This is an optimization exercise on Yosys and OpenROAD, whose aim is small area, a short achievable clock period and few clock cycles per item, not a production implementation.
No functional check of the RTL was part of any run shown here.
No activity file was given, so power comes from the tool's default toggle rates.

==> flow/design.v, too long to show whole: its modules and the start of the top module <==
// module rhsc_front: 44 lines
// module rhsc_queue: 89 lines
// module rhsc_back: 1800 lines
// module rhsc_fa: 10 lines
// module rolling_hash_substring_counter_top: 60 lines
module rolling_hash_substring_counter_top (
  input  logic        clk,
  input  logic        rst_n,
  input  logic        in_valid,
  output logic        in_ready,
  input  logic [1:0]  in_op,
  input  logic [7:0]  in_char,
  output logic        out_valid,
  input  logic        out_ready,
  output logic        out_match,
  output logic [15:0] out_start,
  output logic [15:0] out_count
);
  // ...
==> flow/run.sh <==
#!/bin/bash
# synth_recipe.tcl (not shown) runs the flow's synth.tcl, then flattens the netlist and writes it again
# the make line also repeats each setting of config.mk as NAME=value (left out here)
make -C /OpenROAD-flow-scripts/flow DESIGN_CONFIG=/design/flow/config.mk WORK_HOME=/design/flow/orfs CLKGATE_MAP_FILE= SYNTH_SCRIPT=/design/flow/synth_recipe.tcl finish
==> flow/config.mk <==
export PLATFORM = sky130hd
export DESIGN_NAME = rolling_hash_substring_counter_top
export DESIGN_NICKNAME = rolling_hash_substring_counter_top
export VERILOG_FILES = /design/flow/design.v
export SDC_FILE = /design/flow/constraint.sdc
export NUM_CORES = 4
export LEC_CHECK = 0
export ABC_CLOCK_PERIOD_IN_PS = 3000
export CAP_MARGIN = 20
export CORE_MARGIN = 2
export CORE_UTILIZATION = 50
export SETUP_SLACK_MARGIN = 4.0
export SLEW_MARGIN = 20
export SYNTH_HIERARCHICAL = 1
export SYNTH_MINIMUM_KEEP_SIZE = 0
==> flow/constraint.sdc <==
create_clock -name core_clock -period 7.0 [get_ports {clk}]
set_input_delay 1.4000 -clock core_clock [delete_from_list [all_inputs] [get_ports {clk}]]
set_output_delay 1.4000 -clock core_clock [all_outputs]
set_load 0.01 [all_outputs]
==> out/summary.log, run 1 <==
INFO  run_status     outcome=finished clean
INFO  power          combPwrFrac=0.383
INFO  synthesis      ys_seq_area_frac=0.521
INFO  grt            busiest_metal_layer_after_global_routing=met2
INFO  worst_setup_path cp_max_fo=3
INFO  worst_setup_path timing.critical_path.slowest_stage_cell=sky130_fd_sc_hd__fa_1
INFO  worst_setup_path worst_r2r_startpoint=u_back.ya_r[27]
INFO  cells_and_area final-seq-area=24100um2
INFO  sta            finClkSkew=0.0388ns
INFO  floorplan      floorplan.die.height=306um
INFO  place          detailed_place_hpwl=68500um
INFO  clock_tree     tritoncts.num_buffers=94
INFO  power          power.combinational.total=7.15mW
INFO  clock_tree     cts_max_path_buffers=3
INFO  sta            final_critical_path_setup_slack=3.59ns
INFO  synthesis      yosys_top_cell_area_share=0.395
INFO  detailed_routing number_of_detailed_route_iterations_in_the_first_pass=6
INFO  synthesis      synthSimpleGateAreaFrac=0.0881
INFO  place          post-place-cells=4352
INFO  power          switchingPower=6.35mW
INFO  sta            final_hold_viol_count=0
INFO  cells_and_area stdcell_area=55200um2
INFO  cells_and_area share_of_cells_above_drive_strength_1=0.302
INFO  synthesis      post_synth_xor_xnor_area=0.0347
INFO  floorplan      design.core.area=90100um2
INFO  clock_tree     cts_root_buffer=sky130_fd_sc_hd__clkbuf_16
INFO  cells_and_area n_sequential_cell=884
INFO  cells_and_area non_clk_bufs=302
INFO  sta            rsz0062_at_grt=yes
INFO  power          share_seq_of_total_power=0.352
INFO  grt            first_global_vias=27400
INFO  cells_and_area layout.clock_buffers=118
INFO  worst_setup_path crit_family=adder cells
INFO  power          power_switching_share=0.340
INFO  floorplan      std_cell_rows=110
INFO  synthesis      syn_avg_cell_area=14.3um2
INFO  detailed_routing antenna_violating_nets_post_route=0
INFO  grt            grt_use_met1=0.331
==> run 2: changes to the inputs <==
--- a/flow/config.mk
+++ b/flow/config.mk
@@ -5,11 +5,11 @@
 export SDC_FILE = /design/flow/constraint.sdc
 export NUM_CORES = 4
 export LEC_CHECK = 0
-export ABC_CLOCK_PERIOD_IN_PS = 3000
+export ABC_CLOCK_PERIOD_IN_PS = 3400
 export CAP_MARGIN = 20
 export CORE_MARGIN = 2
-export CORE_UTILIZATION = 50
-export SETUP_SLACK_MARGIN = 4.0
+export CORE_UTILIZATION = 60
+export SETUP_SLACK_MARGIN = 3.6
 export SLEW_MARGIN = 20
 export SYNTH_HIERARCHICAL = 1
 export SYNTH_MINIMUM_KEEP_SIZE = 0
==> out/summary.log, run 2 <==
INFO  hold_path      worstHoldEndpoint=u_back.s2_elig
INFO  power          combPwrFrac=0.342 [-0.041]
INFO  cells_and_area register_name_with_the_most_flops=u_back.seg32
INFO  place          detailed_place_hpwl=66300um [-3.3%]
INFO  cells_and_area final_common_cell=sky130_fd_sc_hd__edfxtp_1
INFO  synthesis      synth_ff_type=sky130_fd_sc_hd__edfxtp_1
INFO  worst_setup_path timing.reg2reg.worst_path_depth=12
INFO  hold_path      worst_hold_path_type=flop to flop
INFO  worst_setup_path worst-path-buf-inv=2
INFO  sta            worst_slew_margin_rel=0.243
INFO  sta            worst_pin_slew=1.14ns
INFO  floorplan      dieArea=78000um2
INFO  power          power_density=342nW/um2
INFO  clock_tree     cts_root_buffer=sky130_fd_sc_hd__clkbuf_16
INFO  detailed_routing route.detailed.wl_per_inst=22.0um
INFO  clock_tree     cts_max_path_buffers=3 [unchanged]
INFO  clock_tree     holdBufCountCts=0
INFO  worst_setup_path timing.critical_path.slowest_stage_cell=sky130_fd_sc_hd__fa_1
INFO  worst_setup_path cp_max_fo=3 [unchanged]
INFO  cells_and_area most-common-layout-cells=sky130_fd_sc_hd__edfxtp_1 (599), sky130_fd_sc_hd__fa_1 (438), sky130_fd_sc_hd__and2_1 (236)
INFO  clock_tree     cts_tree=done
INFO  power          vdd_drop_max=246uV
INFO  cells_and_area fillers=5111
INFO  detailed_routing number_of_detailed_route_iterations_in_the_first_pass=7 [+1]
INFO  sta            final_hold_viol_count=0 [unchanged]
INFO  power          share_seq_of_total_power=0.370 [+0.018]
INFO  detailed_routing drt_drc_violations_left=0
INFO  sta            setup_violations=0
INFO  synthesis      ys_seq_area_frac=0.521 [unchanged]
INFO  run_status     outcome=finished clean
INFO  sta            final-max-slew-violation-count=0
INFO  grt            antenna_found_initial=0
INFO  cells_and_area antenna-diode-count=0
INFO  grt            grt_max_degree=218
INFO  cells_and_area largest_register_ff_count=256
INFO  worst_setup_path worstSetupEndpointType=flop
INFO  floorplan      floorplan.die.height=279um [-8.6%]
INFO  cells_and_area design.final.nets=3951
INFO  worst_setup_path cp-start-kind=flop
INFO  sta            fmax=0.289GHz
INFO  power          pwr-share-clk=0.288
INFO  worst_setup_path critical_path_class=flop to flop
INFO  cells_and_area largestRegisters=u_back.seg32 (256), u_back.seg16 (128), u_back.seg8 (64)
INFO  sta            final_critical_path_setup_slack=3.54ns [-0.0428 ns]
INFO  floorplan      std_cell_rows=100 [-9.1%]
INFO  synthesis      async_reset_ff_frac=0
INFO  floorplan      design.core.area=74700um2 [-17%]
INFO  clock_tree     clk_latency=0.67ns
INFO  detailed_routing detailedRoute.firstIterationViolations=1887
INFO  worst_setup_path worst_r2r_startpoint=u_back.yb_r[9]
INFO  detailed_routing antenna_violating_nets_post_route=0 [unchanged]
INFO  cells_and_area multi_input_comb_area=21300um2
INFO  run            max-cap-violations=0
INFO  place          gp_congestion=0.969
INFO  floorplan      i_o_pin_count=49
INFO  detailed_routing routed_via_density=5.70
INFO  synthesis      synth_most_common_cell=sky130_fd_sc_hd__edfxtp_1
INFO  power          total_leakage_power=18.1nW
INFO  synthesis      synth_seq_cells=884
INFO  grt            global_route.usage.met2=0.400
INFO  worst_setup_path critPathRequiredTime=7.50ns
INFO  power          power_switching_share=0.330 [-0.00976]
INFO  sta            setup-tns-final=0ns
INFO  worst_setup_path timing.critical_path.slowest_cell_delay=0.51ns
INFO  grt            grt_use_met1=0.370 [+0.0391]
INFO  detailed_routing wirelength=96500um
INFO  sta            finClkSkew=0.0397ns [+0.000977 ns]
INFO  grt            gr-usage-all-layers=0.255
INFO  cells_and_area share_of_cells_above_drive_strength_1=0.170 [-0.132]
INFO  place          port_buffers=48
INFO  synthesis      synth.area.top_cells=sky130_fd_sc_hd__edfxtp_1 (40%), sky130_fd_sc_hd__fa_1 (22%), sky130_fd_sc_hd__dfxtp_1 (13%)
INFO  grt            busiest_metal_layer_after_global_routing=met2
INFO  worst_setup_path crit_chain=clkinvlp_4, buf_6, fa_2, fa_1, fa_1, fa_2, xor2_2, xnor2_2, xnor2_2, xnor2_1, xnor2_1, a211oi_1
INFO  synthesis      synth_commonest_cells=sky130_fd_sc_hd__edfxtp_1 (599), sky130_fd_sc_hd__fa_1 (496), sky130_fd_sc_hd__dfxtp_1 (285)
INFO  floorplan      die_width=279um
INFO  worst_setup_path reg2reg_to=u_back.ya_r[31]
INFO  synthesis      synthesis.yosys.warnings=15
INFO  clock_tree     path_clk_slew=0.06ns
INFO  cells_and_area area.growth.synth_to_final=14.0%
INFO  worst_setup_path worst-endpoint-arrival=3.96ns
INFO  grt            grt_first_pass_wirelength=152000um
INFO  worst_setup_path timing.reg2reg.setup_slack=3.54ns
INFO  synthesis      syn_avg_cell_area=14.3um2 [unchanged]
INFO  power          switchingPower=5.87mW [-7.6%]
INFO  clock_tree     cts_sink_cnt=884
INFO  floorplan      initial_standard_cell_utilization_of_the_core=0.609
INFO  hold_path      hold_path_depth=0
INFO  synthesis      synth_area=45500um2
INFO  grt            grt-ovfl-total=0
INFO  place          preCtsSetupSlack=2.15ns
INFO  clock_tree     ctsHtreeMaxLevel=3
INFO  synthesis      yosys_cell_types=87
INFO  power          cellInternalPower=11.9mW
INFO  grt            grt.met3_usage=0.0354
INFO  detailed_routing vias=25000
INFO  hold_path      min_from=u_back.elig_r
INFO  grt            first_global_vias=26500 [-3.2%]
INFO  clock_tree     tritoncts.num_buffers=91 [-3.2%]
INFO  cells_and_area final-seq-area=23900um2 [-0.68%]
INFO  synthesis      syn_inst=3191
INFO  sta            finalCritPeriodShare=0.494
INFO  synthesis      synth.largest_area_cell=sky130_fd_sc_hd__edfxtp_1
INFO  sta            final_period_minus_worst_setup_slack=3.46ns
INFO  worst_setup_path crit_family=adder cells
INFO  synthesis      synth_enable_flop_cells=599
INFO  sta            rsz0062_at_grt=yes
INFO  synthesis      yosys_top_cell_area_share=0.395 [unchanged]
[run 2: metal layers]
layer / vias up / routed length (um)
li1: 11300 / -
met1: 12900 / 43100
met2: 664 / 44700
met3: 186 / 4930
met4: 0 / 3680
met5: - / 0
[run 2: final cells by class]
cell class / count / share of cell area
inverters: 189 / 0.0156
clock buffers: 112 / 0.0476
flip-flops and latches: 884 / 0.461
well taps: 969 / 0.0234
multi-input cells: 2031 / 0.410
clock inverters: 56 / 0.0147
repair buffers: 147 / 0.0276
[run 2: cell families (layout without fill, tap and decap cells)]
kind of cell | Yosys count | count (layout) | share of synthesized area
AO/OA/AOI/OAI | 315 | 315 | 0.0468
XOR/XNOR | 180 | 180 | 0.0347
adder cells (fa/ha/maj) | 593 | 593 | 0.245
buffers and inverters | 283 | 504 | 0.0241
flip-flops | 884 | 884 | 0.521
multiplexers | 163 | 163 | 0.0403
other | 2 | 9 | 0.000165
AND/OR/NAND/NOR | 771 | 771 | 0.0881
[run 2: how the worst max path moves through the flow]
stage	start	end	slack [ns]	cells past startpoint
5_1_grt	u_back.yb_r[9]	u_back.ya_r[31]	3.44	12
2_1_floorplan	u_front.s0_valid	u_back.lv_r[0]	-1.63	3
6_report	u_back.yb_r[9]	u_back.ya_r[31]	3.54	12
4_1_cts	u_back.yb_r[9]	u_back.ya_r[31]	3.46	12
3_3_place_gp	out_ready	u_queue.cnt_out_r[6]	2.23	8
3_5_place_dp	out_ready	u_queue.pn_r[3]	2.15	8
[run 2: metrics by stage]
step / hold slack [ns] / cell area (um2) / util / instances / power (mW)
after floorplan: 0.310 / 45700 / - / 3198 / 10.7
after global placement: 0.372 / 47100 / 0.631 / 4144 / 12.1
after detailed placement: 0.376 / 47100 / 0.631 / 4144 / 12.3
after CTS: 0.385 / 51100 / 0.685 / 4344 / 17.6
after global routing: 0.398 / 51900 / 0.694 / 4388 / 18.9
final: 0.385 / 51900 / 0.694 / 4388 / 17.8
[run 2: power by group through the flow]
stage,registers (mW),clock network (mW),logic [mW]
5_1_grt,6.61,5.44,6.82
2_1_floorplan,6.47,0,4.24
6_report,6.57,5.12,6.07
4_1_cts,6.55,5.24,5.86
3_3_place_gp,6.65,0,5.43
3_5_place_dp,6.66,0,5.62
[run 2: what timing repair did]
item,in CTS,in global routing
pin swaps,29,43
hold endpoints to repair,0,0
endpoints found under the setup margin,116,68
buffers inserted,32,42
gates resized for setup,184,121
gates cloned,0,2
[run 2: modules after synthesis, one instance, submodules excluded, a selection]
module | times used | flip-flops and latches
rhsc_fa | 493 | 0
rhsc_front | 1 | 17
rhsc_queue | 1 | 133
rhsc_back | 1 | 734
==> run 3: changes to the inputs <==
--- a/flow/config.mk
+++ b/flow/config.mk
@@ -9,7 +9,7 @@
 export CAP_MARGIN = 20
 export CORE_MARGIN = 2
 export CORE_UTILIZATION = 60
-export SETUP_SLACK_MARGIN = 3.6
+export SETUP_SLACK_MARGIN = 3.2
 export SLEW_MARGIN = 20
 export SYNTH_HIERARCHICAL = 1
 export SYNTH_MINIMUM_KEEP_SIZE = 0
==> out/summary.log, run 3 <==
INFO  detailed_routing antenna_violating_nets_post_route=0 [unchanged]
INFO  grt            grt-ovfl-total=0 [unchanged]
INFO  sta            worst_pin_slew=1.09ns [-0.0497 ns]
INFO  synthesis      ys_seq_area_frac=0.521 [unchanged]
INFO  floorplan      dieArea=78000um2 [unchanged]
INFO  sta            final-max-slew-violation-count=0 [unchanged]
INFO  clock_tree     path_clk_slew=0.06ns [about the same]
INFO  worst_setup_path critical_path_class=flop to flop
INFO  detailed_routing m1WireLength=44100um [+2.4%]
INFO  cells_and_area design.final.nets=3909 [-1.1%]
INFO  run_status     outcome=finished clean
INFO  power          design_power_total=17.2mW [-3.2%]
INFO  floorplan      i_o_pin_count=49 [unchanged]
INFO  synthesis      syn_avg_cell_area=14.3um2 [unchanged]
INFO  cells_and_area largestRegisters=u_back.seg32 (256), u_back.seg16 (128), u_back.seg8 (64)
INFO  worst_setup_path timing.critical_path.slowest_stage_cell=sky130_fd_sc_hd__nor3_1
INFO  sta            fmax=0.270GHz [-6.8%]
INFO  worst_setup_path critical_path.most_common_cell=sky130_fd_sc_hd__fa_1
INFO  floorplan      initial_standard_cell_utilization_of_the_core=0.609 [unchanged]
INFO  place          detailed_place_hpwl=66900um [+0.92%]
INFO  clock_tree     clk_latency=0.70ns [+0.03 ns]
INFO  place          port_buffers=48 [unchanged]
INFO  power          vdd_drop_max=316uV [+28%]
INFO  worst_setup_path timing.reg2reg.worst_path_depth=6 [-6]
INFO  worst_setup_path cp_max_fo=6 [+3]
INFO  synthesis      synth_commonest_cells=sky130_fd_sc_hd__edfxtp_1 (599), sky130_fd_sc_hd__fa_1 (496), sky130_fd_sc_hd__dfxtp_1 (285)
INFO  hold_path      worstHoldEndpoint=u_back.seg8[3][0]
INFO  synthesis      synthesis.yosys.warnings=15 [unchanged]
INFO  cells_and_area register_name_with_the_most_flops=u_back.seg32
INFO  grt            first_global_vias=26000 [-2.2%]
INFO  grt            gr-usage-all-layers=0.255 [about the same]
INFO  clock_tree     cts_sink_cnt=884 [unchanged]
INFO  hold_path      min_from=u_back.seg8[2][0]
INFO  detailed_routing detailedRoute.firstIterationViolations=1953 [+3.5%]
INFO  clock_tree     cts_root_buffer=sky130_fd_sc_hd__clkbuf_16
INFO  synthesis      synth_most_common_cell=sky130_fd_sc_hd__edfxtp_1
INFO  sta            setup-tns-final=0ns [unchanged]
INFO  floorplan      die_width=279um [unchanged]
INFO  sta            final_hold_viol_count=0 [unchanged]
INFO  synthesis      synth_seq_cells=884 [unchanged]
INFO  clock_tree     cts_max_path_buffers=3 [unchanged]
INFO  floorplan      floorplan.die.height=279um [unchanged]
INFO  sta            worst_slew_margin_rel=0.276 [+0.0331]
INFO  worst_setup_path timing.reg2reg.setup_slack=3.29ns [-0.25 ns]
INFO  worst_setup_path worstSetupEndpointType=flop
INFO  place          post-place-cells=4145 [+0.024%]
INFO  worst_setup_path cp-start-kind=flop
INFO  detailed_routing drt_drc_violations_left=0 [unchanged]
INFO  detailed_routing vias=24900 [-0.53%]
INFO  sta            rsz0062_at_grt=yes
INFO  detailed_routing detailroute.wirelength.met2=44800um [about the same]
INFO  clock_tree     cts_tree=done
INFO  sta            finClkSkew=0.0829ns [+0.0432 ns]
INFO  cells_and_area antenna-diode-count=0 [unchanged]
INFO  hold_path      hold_path_depth=0 [unchanged]
INFO  worst_setup_path critPathRequiredTime=7.32ns [-0.18 ns]
INFO  detailed_routing number_of_detailed_route_iterations_in_the_first_pass=5 [-2]
INFO  cells_and_area final-instance-count-excl-fill=4346 [-0.96%]
INFO  synthesis      synth.area.top_cells=sky130_fd_sc_hd__edfxtp_1 (40%), sky130_fd_sc_hd__fa_1 (22%), sky130_fd_sc_hd__dfxtp_1 (13%)
INFO  floorplan      design.core.area=74700um2 [unchanged]
INFO  synthesis      yosys_top_cell_area_share=0.395 [unchanged]
INFO  cells_and_area largest_register_ff_count=256 [unchanged]
INFO  synthesis      synth_area=45500um2 [unchanged]
INFO  sta            final_period_minus_worst_setup_slack=3.71ns [+0.251 ns]
INFO  sta            finalCritPeriodShare=0.530 [+0.0358]
INFO  detailed_routing wirelength=96500um [about the same]
INFO  worst_setup_path worst_r2r_startpoint=u_back.yb_r[30]
INFO  grt            grt_max_degree=201 [-7.8%]
INFO  cells_and_area final_common_cell=sky130_fd_sc_hd__edfxtp_1
INFO  hold_path      worst_hold_path_type=flop to flop
INFO  synthesis      synth_enable_flop_cells=599 [unchanged]
INFO  place          gp_congestion=0.920 [-5.0%]
INFO  run            max-cap-violations=0 [unchanged]
INFO  synthesis      synth_ff_type=sky130_fd_sc_hd__edfxtp_1
INFO  floorplan      std_cell_rows=100 [unchanged]
INFO  cells_and_area share_of_cells_above_drive_strength_1=0.107 [-0.0633]
INFO  detailed_routing met3_length=5010um [+1.7%]
INFO  power          total_leakage_power=17.6nW [-2.7%]
INFO  grt            grt_first_pass_wirelength=151000um [-0.49%]
INFO  detailed_routing routed_via_density=5.73 [+0.43%]
INFO  sta            setup_violations=0 [unchanged]
INFO  clock_tree     tritoncts.num_buffers=90 [-1.1%]
INFO  clock_tree     ctsHtreeMaxLevel=3 [unchanged]
INFO  detailed_routing route.detailed.wl_per_inst=22.2um [+0.97%]
INFO  grt            antenna_found_initial=0 [unchanged]
INFO  power          power_density=340nW/um2 [-0.69%]
INFO  cells_and_area most-common-layout-cells=sky130_fd_sc_hd__edfxtp_1 (599), sky130_fd_sc_hd__fa_1 (492), sky130_fd_sc_hd__dfxtp_1 (245)
INFO  detailed_routing top_signal_layer_used=met4
INFO  synthesis      syn_inst=3191 [unchanged]
INFO  synthesis      synth.largest_area_cell=sky130_fd_sc_hd__edfxtp_1
INFO  synthesis      yosys_cell_types=87 [unchanged]
INFO  worst_setup_path worst-endpoint-arrival=4.03ns [+0.07 ns]
INFO  synthesis      async_reset_ff_frac=0 [unchanged]
INFO  worst_setup_path crit_chain=fa_1, fa_1, xor2_1, nand4_1, or4_1, nor3_1
INFO  worst_setup_path reg2reg_to=u_queue.q_mem[1][8]
INFO  cells_and_area area.growth.synth_to_final=11.2%
INFO  worst_setup_path timing.critical_path.slowest_cell_delay=0.82ns [+0.31 ns]
run 3: cell counts after synthesis:
No cell type changed its count.
run 3: per-stage QoR:
step	hold WS, ns	area [um2]	util	setup WS, ns
floorplan	0.310	45600	-	-1.63
CTS	0.406	50300	0.673	3.20
global route	0.412	50600	0.677	3.15
finish	0.407	50600	0.677	3.29
global placement	0.400	47100	0.630	2.58
detailed placement	0.403	47100	0.630	2.42
run 3: logic make-up after synthesis:
family,Yosys count,share of synthesized area
compound gates,315,0.0468
fa+ha+maj,593,0.245
other cells,2,0.000165
mux,163,0.0403
simple gates,771,0.0881
buf+inv,283,0.0241
flops,884,0.521
xor+xnor,180,0.0347
run 3: Yosys stat by module, one instance, submodules excluded, a selection:
| module | copies in the design | area, um2 | cells inside | flops+latches |
|---|---|---|---|---|
| rhsc_front | 1 | 596 | 53 | 17 |
| rhsc_fa | 493 | 20.0 | 1 | 0 |
| rhsc_back | 1 | 28600 | 2087 | 734 |
| rhsc_queue | 1 | 6370 | 558 | 133 |
run 3: timing repair:
action,in CTS,in global routing
hold buffers,0,0
endpoints found under the setup margin,48,38
setup buffers,8,24
gates cloned,2,0
pin swaps,0,2
resized for setup,24,54
run 3: layout make-up:
| type | instances | area [um2] |
|---|---|---|
| Fill cell | 5289 | 24100 |
| Sequential cell | 884 | 23800 |
| Clock buffer | 116 | 2430 |
| Multi-Input combinational cell | 2033 | 20900 |
| Clock inverter | 51 | 603 |
| Tap cell | 969 | 1210 |
| Inverter | 189 | 759 |
| Timing Repair Buffer | 104 | 932 |
run 3: worst max path at each step:
stage | depth (start not counted) | slack, ns | endpoint | startpoint
finish | 6 | 3.29 | u_queue.q_mem[1][8] | u_back.yb_r[30]
global route | 13 | 3.15 | u_back.j_r[30] | u_back.j_r[1]
global placement | 12 | 2.58 | u_queue.b_r[10] | flop
CTS | 12 | 3.20 | u_back.ya_r[31] | u_back.ya_r[11]
floorplan | 3 | -1.63 | u_back.lv_r[0] | u_front.s0_valid
detailed placement | 12 | 2.42 | u_queue.b_r[10] | flop
run 3: critical path: cells and delay by family, from the launching register on:
family	cells	cell delay (ns)
xor gates and xnor gates	1	0.37
DFF	1	0.43
adders and majority gates	2	1.01
and+or+nand+nor	3	1.54
run 3: metal layers:
metal,up-vias,global-route usage
li1,11200,-
met1,12900,0.381
met2,640,0.396
met3,139,0.0391
met4,0,0.0692
met5,-,0
run 3: power by group:
group / leakage [nW] / switching, mW / internal (mW) / total [mW]
combinational: 8.35 / 3.23 / 2.60 / 5.83
sequential: 7.81 / 0.479 / 6.07 / 6.55
clock: 1.48 / 2.07 / 2.75 / 4.82
total: 17.6 / 5.78 / 11.4 / 17.2
==> module rhsc_queue, before the edit <==
module rhsc_queue (
  input  logic        clk,
  input  logic        rst_n,
  input  logic        r_push,
  input  logic        r_match,
  input  logic        r_restart,
  input  logic [6:0]  r_klen,
  output logic        res_pop,
  output logic        out_valid,
  input  logic        out_ready,
  output logic        out_match,
  output logic [15:0] out_start,
  output logic [15:0] out_count
);
  localparam int D  = rhsc_pkg::RQ_DEPTH;
  localparam int AW = $clog2(D);
  logic [8:0]    q_mem [D];
  logic [AW-1:0] wp_r, rp_r;
  logic [AW:0]   cnt_r;
  logic          q_nonempty;
  logic          load;
  logic [8:0]    e;
  logic          ov_r;
  logic          om_r;
  logic [15:0]   os_r;
  logic [15:0]   cnt_out_r;    
  logic [15:0]   pn_r;         
  assign q_nonempty = (cnt_r != '0);
  assign res_pop    = ov_r && out_ready;
  assign load       = q_nonempty && (!ov_r || out_ready);
  assign e          = q_mem[rp_r];
  function automatic logic [AW-1:0] inc(input logic [AW-1:0] p);
    inc = (p == AW'(D - 1)) ? '0 : p + 1'b1;
  endfunction
  always_ff @(posedge clk) begin
    if (!rst_n) begin
      wp_r  <= '0;
      rp_r  <= '0;
      cnt_r <= '0;
    end else begin
      if (r_push) wp_r <= inc(wp_r);
      if (load)   rp_r <= inc(rp_r);
      if (r_push && !load) cnt_r <= cnt_r + 1'b1;
      else if (!r_push && load) cnt_r <= cnt_r - 1'b1;
    end
  end
  always_ff @(posedge clk) begin
    if (r_push) q_mem[wp_r] <= {r_match, r_restart, r_klen};
  end
  logic [15:0] b_r;
  logic        e_match, e_rs;
  logic [6:0]  e_klen;
  logic [15:0] pcur, scur, n0, n1;
  logic        psat;
  assign e_match = e[8];
  assign e_rs    = e[7];
  assign e_klen  = e[6:0];
  assign pcur    = e_rs ? 16'd0 : pn_r;
  assign scur    = e_rs ? (16'd1 - 16'(e_klen)) : b_r;
  assign psat    = (pcur == 16'hFFFF);
  assign n0      = e_rs ? 16'd0 : cnt_out_r;
  assign n1      = (e_match && n0 != 16'hFFFF) ? n0 + 1'b1 : n0;
  always_ff @(posedge clk) begin
    if (!rst_n) begin
      ov_r      <= 1'b0;
      cnt_out_r <= '0;
      pn_r      <= '0;
    end else begin
      if (load) begin
        ov_r      <= 1'b1;
        cnt_out_r <= n1;
        pn_r      <= psat ? pcur : pcur + 1'b1;
      end else if (res_pop) begin
        ov_r      <= 1'b0;
      end
    end
  end
  always_ff @(posedge clk) begin
    if (load) begin
      om_r <= e_match;
      os_r <= e_match ? scur : 16'd0;
      b_r  <= psat ? scur : scur + 1'b1;
    end
  end
  assign out_valid = ov_r;
  assign out_match = om_r;
  assign out_start = os_r;
  assign out_count = cnt_out_r;
endmodule
==> run 4: changes to the inputs <==
--- a/flow/design.v
+++ b/flow/design.v
@@ -106,16 +106,17 @@
   logic [15:0] b_r;
   logic        e_match, e_rs;
   logic [6:0]  e_klen;
-  logic [15:0] pcur, scur, n0, n1;
-  logic        psat;
+  logic [15:0] st_rs, n_inc, pn_inc, b_inc;
+  logic        n_sat, pn_sat;
   assign e_match = e[8];
   assign e_rs    = e[7];
   assign e_klen  = e[6:0];
-  assign pcur    = e_rs ? 16'd0 : pn_r;
-  assign scur    = e_rs ? (16'd1 - 16'(e_klen)) : b_r;
-  assign psat    = (pcur == 16'hFFFF);
-  assign n0      = e_rs ? 16'd0 : cnt_out_r;
-  assign n1      = (e_match && n0 != 16'hFFFF) ? n0 + 1'b1 : n0;
+  assign st_rs   = 16'd1 - 16'(e_klen);        
+  assign n_sat   = (cnt_out_r == 16'hFFFF);
+  assign pn_sat  = (pn_r == 16'hFFFF);
+  assign n_inc   = n_sat  ? cnt_out_r : cnt_out_r + 1'b1;
+  assign pn_inc  = pn_sat ? pn_r : pn_r + 1'b1;
+  assign b_inc   = pn_sat ? b_r : b_r + 1'b1;
   always_ff @(posedge clk) begin
     if (!rst_n) begin
       ov_r      <= 1'b0;
@@ -124,8 +125,13 @@
     end else begin
       if (load) begin
         ov_r      <= 1'b1;
-        cnt_out_r <= n1;
-        pn_r      <= psat ? pcur : pcur + 1'b1;
+        if (e_rs) begin
+          cnt_out_r <= {15'd0, e_match};
+          pn_r      <= 16'd1;
+        end else begin
+          cnt_out_r <= e_match ? n_inc : cnt_out_r;
+          pn_r      <= pn_inc;
+        end
       end else if (res_pop) begin
         ov_r      <= 1'b0;
       end
@@ -134,8 +140,8 @@
   always_ff @(posedge clk) begin
     if (load) begin
       om_r <= e_match;
-      os_r <= e_match ? scur : 16'd0;
-      b_r  <= psat ? scur : scur + 1'b1;
+      os_r <= !e_match ? 16'd0 : (e_rs ? st_rs : b_r);
+      b_r  <= e_rs ? st_rs + 16'd1 : b_inc;
     end
   end
   assign out_valid = ov_r;
--- a/flow/config.mk
+++ b/flow/config.mk
@@ -9,7 +9,7 @@
 export CAP_MARGIN = 20
 export CORE_MARGIN = 2
 export CORE_UTILIZATION = 60
-export SETUP_SLACK_MARGIN = 3.2
+export SETUP_SLACK_MARGIN = 3.6
 export SLEW_MARGIN = 20
 export SYNTH_HIERARCHICAL = 1
 export SYNTH_MINIMUM_KEEP_SIZE = 0
==> out/summary.log, run 4 <==
INFO  grt            grt_first_pass_wirelength=151000um [+0.21%]
INFO  floorplan      design.core.area=74600um2 [-0.17%]
INFO  sta            final-max-slew-violation-count=0 [unchanged]
INFO  place          detailed_place_hpwl=66400um [-0.74%]
INFO  floorplan      floorplan.die.height=279um [-0.27%]
INFO  synthesis      synth_commonest_cells=sky130_fd_sc_hd__edfxtp_1 (599), sky130_fd_sc_hd__fa_1 (496), sky130_fd_sc_hd__dfxtp_1 (285)
INFO  clock_tree     ctsHtreeMaxLevel=3 [unchanged]
INFO  floorplan      initial_standard_cell_utilization_of_the_core=0.607 [-0.00235]
INFO  sta            worst_slew_margin_rel=0.293 [+0.0171]
INFO  detailed_routing routed_via_density=5.69 [-0.60%]
INFO  place          gp_congestion=0.917 [-0.40%]
INFO  grt            gr-usage-all-layers=0.257 [+0.00221]
INFO  place          port_buffers=48 [unchanged]
INFO  cells_and_area most-common-layout-cells=sky130_fd_sc_hd__edfxtp_1 (599), sky130_fd_sc_hd__fa_1 (442), sky130_fd_sc_hd__and2_1 (217)
INFO  grt            grt-ovfl-total=0 [unchanged]
INFO  detailed_routing wirelength=97700um [+1.2%]
INFO  synthesis      syn_avg_cell_area=14.4um2 [+0.87%]
INFO  cells_and_area fillers=5146 [-2.7%]
INFO  detailed_routing vias=24700 [-0.90%]
INFO  cells_and_area final-seq-area=23900um2 [+0.69%]
INFO  detailed_routing drt_drc_violations_left=0 [unchanged]
INFO  synthesis      synth.area.top_cells=sky130_fd_sc_hd__edfxtp_1 (40%), sky130_fd_sc_hd__fa_1 (22%), sky130_fd_sc_hd__dfxtp_1 (13%)
INFO  synthesis      yosys_top_cell_area_share=0.398 [+0.00220]
INFO  synthesis      dominant_combinational_cell_family_by_area_after_synthesis=adder cells
INFO  sta            setup_violations=0 [unchanged]
INFO  cells_and_area largestRegisters=u_back.seg32 (256), u_back.seg16 (128), u_back.seg8 (64)
INFO  worst_setup_path cp-start-kind=flop
INFO  detailed_routing route.detailed.wl_per_inst=22.5um [+1.5%]
INFO  cells_and_area design.final.nets=3897 [-0.31%]
INFO  synthesis      mux_share_of_post_synthesis_cell_area=0.0363 [-0.00406]
INFO  clock_tree     cts_max_path_buffers=3 [unchanged]
INFO  synthesis      synth-adder-area-share=0.247 [+0.00192]
INFO  cells_and_area share_of_cells_above_drive_strength_1=0.160 [+0.0531]
INFO  power          vdd_drop_max=456uV [+44%]
INFO  synthesis      synth_seq_cells=884 [unchanged]
INFO  synthesis      ys_seq_area_frac=0.524 [+0.00290]
INFO  sta            finClkSkew=0.0690ns [-0.0140 ns]
INFO  cells_and_area multi_input_comb_area=21000um2 [+0.46%]
INFO  synthesis      syn_inst=3146 [-1.4%]
INFO  synthesis      yosys_cell_types=84 [-3.4%]
INFO  synthesis      synthesis.yosys.warnings=15 [unchanged]
INFO  clock_tree     path_clk_slew=0.06ns [about the same]
INFO  grt            grt_max_degree=214 [+6.5%]
INFO  sta            final_critical_path_setup_slack=3.54ns [+0.244 ns]
INFO  synthesis      async_reset_ff_frac=0 [unchanged]
INFO  synthesis      synth_area=45200um2 [-0.55%]
INFO  sta            fmax=0.289GHz [+7.1%]
INFO  worst_setup_path worstSetupEndpointType=flop
INFO  detailed_routing antenna_violating_nets_post_route=0 [unchanged]
INFO  floorplan      die_width=279um [-0.27%]
INFO  detailed_routing number_of_detailed_route_iterations_in_the_first_pass=5 [unchanged]
INFO  sta            final_period_minus_worst_setup_slack=3.46ns [-0.244 ns]
INFO  hold_path      worst_hold_path_type=flop to flop
INFO  synthesis      synthSimpleGateAreaFrac=0.0838 [-0.00427]
INFO  sta            setup-tns-final=0ns [unchanged]
INFO  sta            worst_pin_slew=1.06ns [-0.0256 ns]
INFO  floorplan      dieArea=77600um2 [-0.55%]
INFO  sta            rsz0062_at_grt=yes
INFO  cells_and_area largest_register_ff_count=256 [unchanged]
INFO  cells_and_area register_name_with_the_most_flops=u_back.seg32
INFO  cells_and_area final_common_cell=sky130_fd_sc_hd__edfxtp_1
INFO  run_status     outcome=finished clean
INFO  clock_tree     cts_tree=done
INFO  synthesis      synth_most_common_cell=sky130_fd_sc_hd__edfxtp_1
INFO  synthesis      synth.largest_area_cell=sky130_fd_sc_hd__edfxtp_1
INFO  worst_setup_path worst-endpoint-arrival=4.01ns [-0.02 ns]
INFO  worst_setup_path cp_max_fo=3 [-3]
INFO  synthesis      post_synth_xor_xnor_area=0.0387 [+0.00407]
INFO  synthesis      synth_enable_flop_cells=599 [unchanged]
INFO  worst_setup_path critical_path_class=flop to flop
INFO  place          preCtsSetupSlack=2.46ns [+0.0401 ns]
INFO  run            max-cap-violations=0 [unchanged]
INFO  detailed_routing detailedRoute.firstIterationViolations=1900 [-2.7%]
INFO  sta            finalCritPeriodShare=0.495 [-0.0349]
INFO  clock_tree     clk_latency=0.68ns [-0.02 ns]
INFO  worst_setup_path critPathRequiredTime=7.54ns [+0.22 ns]
INFO  sta            final_hold_viol_count=0 [unchanged]
INFO  power          total_leakage_power=17.8nW [+1.1%]
INFO  synthesis      synth_compound_area_frac=0.0472 [+0.000481]
INFO  clock_tree     tritoncts.num_buffers=90 [unchanged]
INFO  power          power_density=344nW/um2 [+1.1%]
INFO  floorplan      std_cell_rows=100 [unchanged]
INFO  floorplan      i_o_pin_count=49 [unchanged]
INFO  clock_tree     cts_sink_cnt=884 [unchanged]
INFO  grt            first_global_vias=26000 [+0.25%]
INFO  cells_and_area area.growth.synth_to_final=13.7%
INFO  clock_tree     cts_root_buffer=sky130_fd_sc_hd__clkbuf_16
INFO  synthesis      synth_ff_type=sky130_fd_sc_hd__edfxtp_1
INFO  grt            antenna_found_initial=0 [unchanged]
-- run 4: through the flow --
stage / hold WS [ns] / area [um2] / util / total power [mW] / cells
detailed placement: 0.317 / 46900 / 0.629 / 12.3 / 4111
global route: 0.361 / 51400 / 0.689 / 18.8 / 4332
finish: 0.333 / 51400 / 0.690 / 17.7 / 4333
global placement: 0.320 / 46900 / 0.629 / 12.1 / 4111
floorplan: 0.310 / 45300 / - / 10.7 / 3153
CTS: 0.343 / 50700 / 0.680 / 17.6 / 4303
-- run 4: per-module statistics from Yosys, one instance, submodules excluded, excerpt --
| module | cell area (um2) | copies in the design |
|---|---|---|
| rhsc_front | 596 | 1 |
| rhsc_queue | 6040 | 1 |
| rhsc_fa | 20.0 | 493 |
| rhsc_back | 28700 | 1 |
-- run 4: logic make-up after synthesis --
family,Yosys count
compound gates,320
xor+xnor,200
fa+ha+maj,595
buf+inv,270
flops,884
mux,149
other cells,2
simple gates,726
-- run 4: timing repair --
item / in CTS / in global routing
hold endpoints to repair: 0 / 0
cloned: 1 / 2
gates resized for setup: 163 / 125
pin swaps: 31 / 41
setup buffers: 24 / 26
hold buffers: 0 / 0
setup endpoints to repair: 105 / 47
-- run 4: metal layers --
metal,GRT usage,up-vias,part of all wire
met3,0.0358,163,0.050
met5,0,-,0
met4,0.0812,0,0.030
li1,-,11100,-
met2,0.403,635,0.47
met1,0.378,12700,0.45
-- run 4: final cells by class --
cell class | count | share of cell area
sequential | 884 | 0.465
tap | 969 | 0.0236
inverter | 187 | 0.0154
timing repair buffer | 126 | 0.0249
clock inverter | 57 | 0.0156
clock buffer | 110 | 0.0472
multi-input combinational | 1999 | 0.408
antenna | 1 | 0.0000487
-- run 4: power breakdown --
part           switching, mW  internal (mW)
clock                   2.11           2.99
sequential             0.535           6.08
combinational           3.24           2.72
-- run 4: worst paths after layout --
kind / slack [ns] / from / end / depth (start not counted)
setup / recovery: 3.54 / u_back.yb_r[9] / u_back.ya_r[31] / 12
hold / removal: 0.33 / u_back.s2_elig / u_back.s3_elig / 0
setup reg to reg: 3.54 / u_back.yb_r[9] / u_back.ya_r[31] / 12
hold reg to reg: 0.33 / u_back.s2_elig / u_back.s3_elig / 0
-- run 4: critical path: stages (launching register included) --
cell and delay (ns):
sky130_fd_sc_hd__dfxtp_4 0.37, sky130_fd_sc_hd__clkinvlp_4 0.19, sky130_fd_sc_hd__buf_6 0.17, sky130_fd_sc_hd__fa_2 0.34, sky130_fd_sc_hd__fa_1 0.53, sky130_fd_sc_hd__fa_1 0.44
sky130_fd_sc_hd__fa_2 0.37, sky130_fd_sc_hd__xor2_1 0.15, sky130_fd_sc_hd__xnor2_1 0.14, sky130_fd_sc_hd__xnor2_1 0.21, sky130_fd_sc_hd__xnor2_1 0.16, sky130_fd_sc_hd__xnor2_1 0.09
sky130_fd_sc_hd__a211oi_1 0.19
==> run 5: changes to the inputs <==
--- a/flow/config.mk
+++ b/flow/config.mk
@@ -13,3 +13,4 @@
 export SLEW_MARGIN = 20
 export SYNTH_HIERARCHICAL = 1
 export SYNTH_MINIMUM_KEEP_SIZE = 0
+export TNS_END_PERCENT = 10
==> out/summary.log, run 5 <==
INFO  run_status     outcome=finished clean
INFO  detailed_routing route.detailed.wl_per_inst=22.4um [-0.51%]
INFO  detailed_routing number_of_detailed_route_iterations_in_the_first_pass=5 [unchanged]
INFO  worst_setup_path timing.critical_path.slowest_stage_cell=sky130_fd_sc_hd__fa_2
INFO  worst_setup_path timing.reg2reg.worst_path_depth=10 [-2]
INFO  detailed_routing drt_drc_violations_left=0 [unchanged]
INFO  sta            rsz0062_at_grt=yes
INFO  sta            setup-tns-final=0ns [unchanged]
INFO  floorplan      dieArea=77600um2 [unchanged]
INFO  power          power_density=348nW/um2 [+1.1%]
INFO  sta            fmax=0.274GHz [-4.9%]
INFO  cells_and_area design.final.nets=3874 [-0.59%]
INFO  grt            grt_max_degree=216 [+0.93%]
INFO  detailed_routing vias=24600 [-0.14%]
INFO  clock_tree     clk_latency=0.68ns [about the same]
INFO  worst_setup_path worst-endpoint-arrival=4.14ns [+0.13 ns]
INFO  place          detailed_place_hpwl=67500um [+1.7%]
INFO  detailed_routing routed_via_density=5.71 [+0.34%]
INFO  hold_path      worst_hold_path_type=flop to flop
INFO  worst_setup_path critical_path_class=flop to flop
INFO  worst_setup_path timing.critical_path.slowest_cell_delay=0.54ns [about the same]
INFO  synthesis      synth.area.top_cells=sky130_fd_sc_hd__edfxtp_1 (40%), sky130_fd_sc_hd__fa_1 (22%), sky130_fd_sc_hd__dfxtp_1 (13%)
INFO  cells_and_area multi_input_comb_area=20800um2 [-0.64%]
INFO  worst_setup_path worst-path-buf-inv=2 [unchanged]
INFO  cells_and_area largestRegisters=u_back.seg32 (256), u_back.seg16 (128), u_back.seg8 (64)
INFO  clock_tree     cts_tree=done
INFO  worst_setup_path timing.reg2reg.setup_slack=3.36ns [-0.18 ns]
INFO  synthesis      async_reset_ff_frac=0 [unchanged]
INFO  sta            final_critical_path_setup_slack=3.36ns [-0.179 ns]
INFO  synthesis      yosys_top_cell_area_share=0.398 [unchanged]
INFO  place          port_buffers=48 [unchanged]
INFO  floorplan      i_o_pin_count=49 [unchanged]
INFO  worst_setup_path crit_family=adder cells
INFO  synthesis      synth_most_common_cell=sky130_fd_sc_hd__edfxtp_1
INFO  sta            final_period_minus_worst_setup_slack=3.64ns [+0.179 ns]
INFO  clock_tree     cts_root_buffer=sky130_fd_sc_hd__clkbuf_16
INFO  detailed_routing antenna_violating_nets_post_route=0 [unchanged]
INFO  cells_and_area share_of_cells_above_drive_strength_1=0.135 [-0.0245]
INFO  worst_setup_path crit_chain=clkinvlp_4, buf_4, fa_2, fa_1, fa_2, fa_1, fa_2, fa_1, mux2i_1, nor2_1
INFO  cells_and_area antenna-diode-count=0 [-1]
INFO  cells_and_area most-common-layout-cells=sky130_fd_sc_hd__edfxtp_1 (599), sky130_fd_sc_hd__fa_1 (469), sky130_fd_sc_hd__and2_1 (219)
INFO  floorplan      floorplan.die.height=279um [unchanged]
INFO  synthesis      synth_seq_cells=884 [unchanged]
INFO  synthesis      syn_inst=3146 [unchanged]
INFO  sta            finalCritPeriodShare=0.520 [+0.0256]
INFO  place          preCtsSetupSlack=2.39ns [-0.0658 ns]
INFO  cells_and_area fillers=5149 [+0.058%]
INFO  cells_and_area final-seq-area=23900um2 [-0.25%]
INFO  clock_tree     path_clk_slew=0.06ns [about the same]
INFO  grt            gr-usage-all-layers=0.257 [about the same]
INFO  power          total_leakage_power=17.6nW [-1.0%]
INFO  synthesis      synth_area=45200um2 [unchanged]
INFO  place          gp_congestion=0.915 [-0.23%]
INFO  worst_setup_path reg2reg_to=u_back.yb_r[28]
INFO  cells_and_area largest_register_ff_count=256 [unchanged]
INFO  hold_path      worstHoldEndpoint=u_back.seg32[27][0]
INFO  place          post-place-cells=4112 [+0.024%]
INFO  cells_and_area final_common_cell=sky130_fd_sc_hd__edfxtp_1
INFO  synthesis      synthesis.yosys.warnings=15 [unchanged]
INFO  run            max-cap-violations=0 [unchanged]
INFO  synthesis      synth_ff_type=sky130_fd_sc_hd__edfxtp_1
INFO  synthesis      synth_enable_flop_cells=599 [unchanged]
INFO  grt            grt_first_pass_wirelength=151000um [+0.20%]
INFO  worst_setup_path worstSetupEndpointType=flop
INFO  worst_setup_path path_depth=10 [-2]
INFO  hold_path      min_from=u_back.seg32[26][0]
INFO  synthesis      yosys_cell_types=84 [unchanged]
INFO  clock_tree     holdBufCountCts=0 [unchanged]
INFO  sta            setup_violations=0 [unchanged]
INFO  power          vdd_drop_max=268uV [-41%]
INFO  synthesis      ys_seq_area_frac=0.524 [unchanged]
INFO  clock_tree     cts_sink_cnt=884 [unchanged]
INFO  detailed_routing wirelength=96700um [-1.0%]
INFO  worst_setup_path cp_max_fo=3 [unchanged]
INFO  sta            final_hold_viol_count=0 [unchanged]
INFO  worst_setup_path critPathRequiredTime=7.50ns [-0.04 ns]
INFO  sta            worst_slew_margin_rel=0.301 [+0.00749]
INFO  grt            first_global_vias=26000 [-0.17%]
INFO  synthesis      synth_commonest_cells=sky130_fd_sc_hd__edfxtp_1 (599), sky130_fd_sc_hd__fa_1 (496), sky130_fd_sc_hd__dfxtp_1 (285)
INFO  worst_setup_path worst_r2r_startpoint=u_back.ya_r[9]
INFO  cells_and_area area.growth.synth_to_final=12.6%
INFO  cells_and_area register_name_with_the_most_flops=u_back.seg32
INFO  synthesis      synth.largest_area_cell=sky130_fd_sc_hd__edfxtp_1
INFO  synthesis      syn_avg_cell_area=14.4um2 [unchanged]
INFO  clock_tree     ctsHtreeMaxLevel=3 [unchanged]
INFO  sta            final-max-slew-violation-count=0 [unchanged]
INFO  floorplan      std_cell_rows=100 [unchanged]
INFO  cells_and_area final-instance-count-excl-fill=4312 [-0.48%]
INFO  floorplan      initial_standard_cell_utilization_of_the_core=0.607 [unchanged]
INFO  hold_path      hold_path_depth=0 [unchanged]
INFO  clock_tree     cts_max_path_buffers=3 [unchanged]
INFO  detailed_routing detailedRoute.firstIterationViolations=1584 [-17%]
INFO  floorplan      die_width=279um [unchanged]
INFO  sta            worst_pin_slew=1.05ns [-0.0112 ns]
INFO  sta            finClkSkew=0.0513ns [-0.0177 ns]
INFO  grt            grt-ovfl-total=0 [unchanged]
INFO  clock_tree     tritoncts.num_buffers=90 [unchanged]
INFO  grt            antenna_found_initial=0 [unchanged]
INFO  floorplan      design.core.area=74600um2 [unchanged]
INFO  worst_setup_path cp-start-kind=flop
-- run 5: cell type report --
| type | instances | area share |
|---|---|---|
| sequential | 884 | 0.468 |
| multi-input combinational | 1999 | 0.409 |
| clock buffer | 110 | 0.0473 |
| tap | 969 | 0.0238 |
| timing repair buffer | 103 | 0.0191 |
| clock inverter | 60 | 0.0173 |
| inverter | 187 | 0.0149 |
-- run 5: worst register-to-register path, delay by kind of cell, from the launching register on --
| kind | cells | cell delay [ns] |
|---|---|---|
| buffers and inverters | 2 | 0.39 |
| muxes | 1 | 0.16 |
| DFF | 1 | 0.39 |
| adders and majority gates | 6 | 2.50 |
| and+or+nand+nor | 1 | 0.05 |
-- run 5: routing by layer --
layer | share of wire | track usage
met2 | 0.46 | 0.401
met3 | 0.057 | 0.0412
met1 | 0.45 | 0.378
met5 | 0 | 0
met4 | 0.030 | 0.0783
-- run 5: timing repair --
item | in CTS | in global routing
gates resized for setup | 116 | 92
endpoints found under the setup margin | 100 | 91
buffers inserted | 16 | 13
pin swaps | 11 | 29
-- run 5: worst max-delay path by stage --
stage                           startpoint               end
final                       u_back.ya_r[9]   u_back.yb_r[28]
after global placement           out_ready  u_queue.pn_r[15]
after global routing        u_back.ya_r[9]   u_back.yb_r[28]
after CTS                   u_back.xb_r[7]    u_back.j_r[19]
after detailed placement         out_ready  u_queue.pn_r[11]
after floorplan           u_front.s0_valid    u_back.lv_r[0]
-- run 5: logic make-up (layout without fill, tap and decap cells) --
family                   after synthesis  count (layout)  share of synthesized area
XOR/XNOR                             200             200                     0.0387
buffers and inverters                270             460                     0.0230
other                                  2               9                   0.000166
adder cells (fa/ha/maj)              595             595                      0.247
AND/OR/NAND/NOR                      726             726                     0.0838
flip-flops                           884             884                      0.524
multiplexers                         149             149                     0.0363
AO/OA/AOI/OAI                        320             320                     0.0472
-- run 5: metrics by stage --
step | power, mW | utilization | cell area (um2) | hold WS (ns)
2_1_floorplan | 10.7 | - | 45300 | 0.310
3_3_place_gp | 12.1 | 0.629 | 46900 | 0.401
3_5_place_dp | 12.3 | 0.629 | 46900 | 0.402
4_1_cts | 17.6 | 0.678 | 50500 | 0.394
5_1_grt | 18.8 | 0.683 | 50900 | 0.407
6_report | 17.7 | 0.683 | 50900 | 0.400
-- run 5: power breakdown --
part	internal [mW]	switching (mW)
combinational	2.66	3.24
sequential	6.08	0.513
clock	3.09	2.12
total	11.8	5.87
-- run 5: per-module statistics from Yosys, one instance, submodules excluded, a selection --
| module | cells inside | flops+latches | copies in the design | cell area [um2] |
|---|---|---|---|---|
| rhsc_back | 2094 | 734 | 1 | 28700 |
| rhsc_queue | 506 | 133 | 1 | 6040 |
| rhsc_front | 53 | 17 | 1 | 596 |
| rhsc_fa | 1 | 0 | 493 | 20.0 |

[separate check: timing with driven ports]
The flow's constraints put no driver on any port. The routed layouts listed below were extracted and timed again, unchanged, in two steps. Step 1 (the two cells are an assumption about what drives the block):
set clk [get_ports {clk}]
set_driving_cell -lib_cell sky130_fd_sc_hd__clkbuf_16 $clk
set_driving_cell -lib_cell sky130_fd_sc_hd__buf_2 [delete_from_list [all_inputs] $clk]
Step 2 also shifts input and output timing later by t, the mid clock arrival at the registers, as if the neighbouring blocks saw the same clock. a / b / c = ideal ports / drivers / drivers and shift; a / b = the first two.
run | t, ns | slack for setup (ns) | worst setup path at the end | pins driven straight from the clock port
run 1 | 0.739 | 3.586 / 3.586 / 3.568 | input to register | 1
run 2 | 0.716 | 3.543 / 3.543 / 3.122 | input to register | 1
run 3 | 0.723 | 3.292 / 3.292 / 3.008 | input to register | 1
run 4 | 0.710 | 3.536 / 3.536 / 3.220 | input to register | 1
run 5 | 0.720 | 3.357 / 3.357 / 3.038 | input to register | 1
After both steps setup and hold are still met in every run listed. For run 2, which loses most, drivers alone change the setup slack by 0.000 ns; drivers and shift together by -0.421 ns.
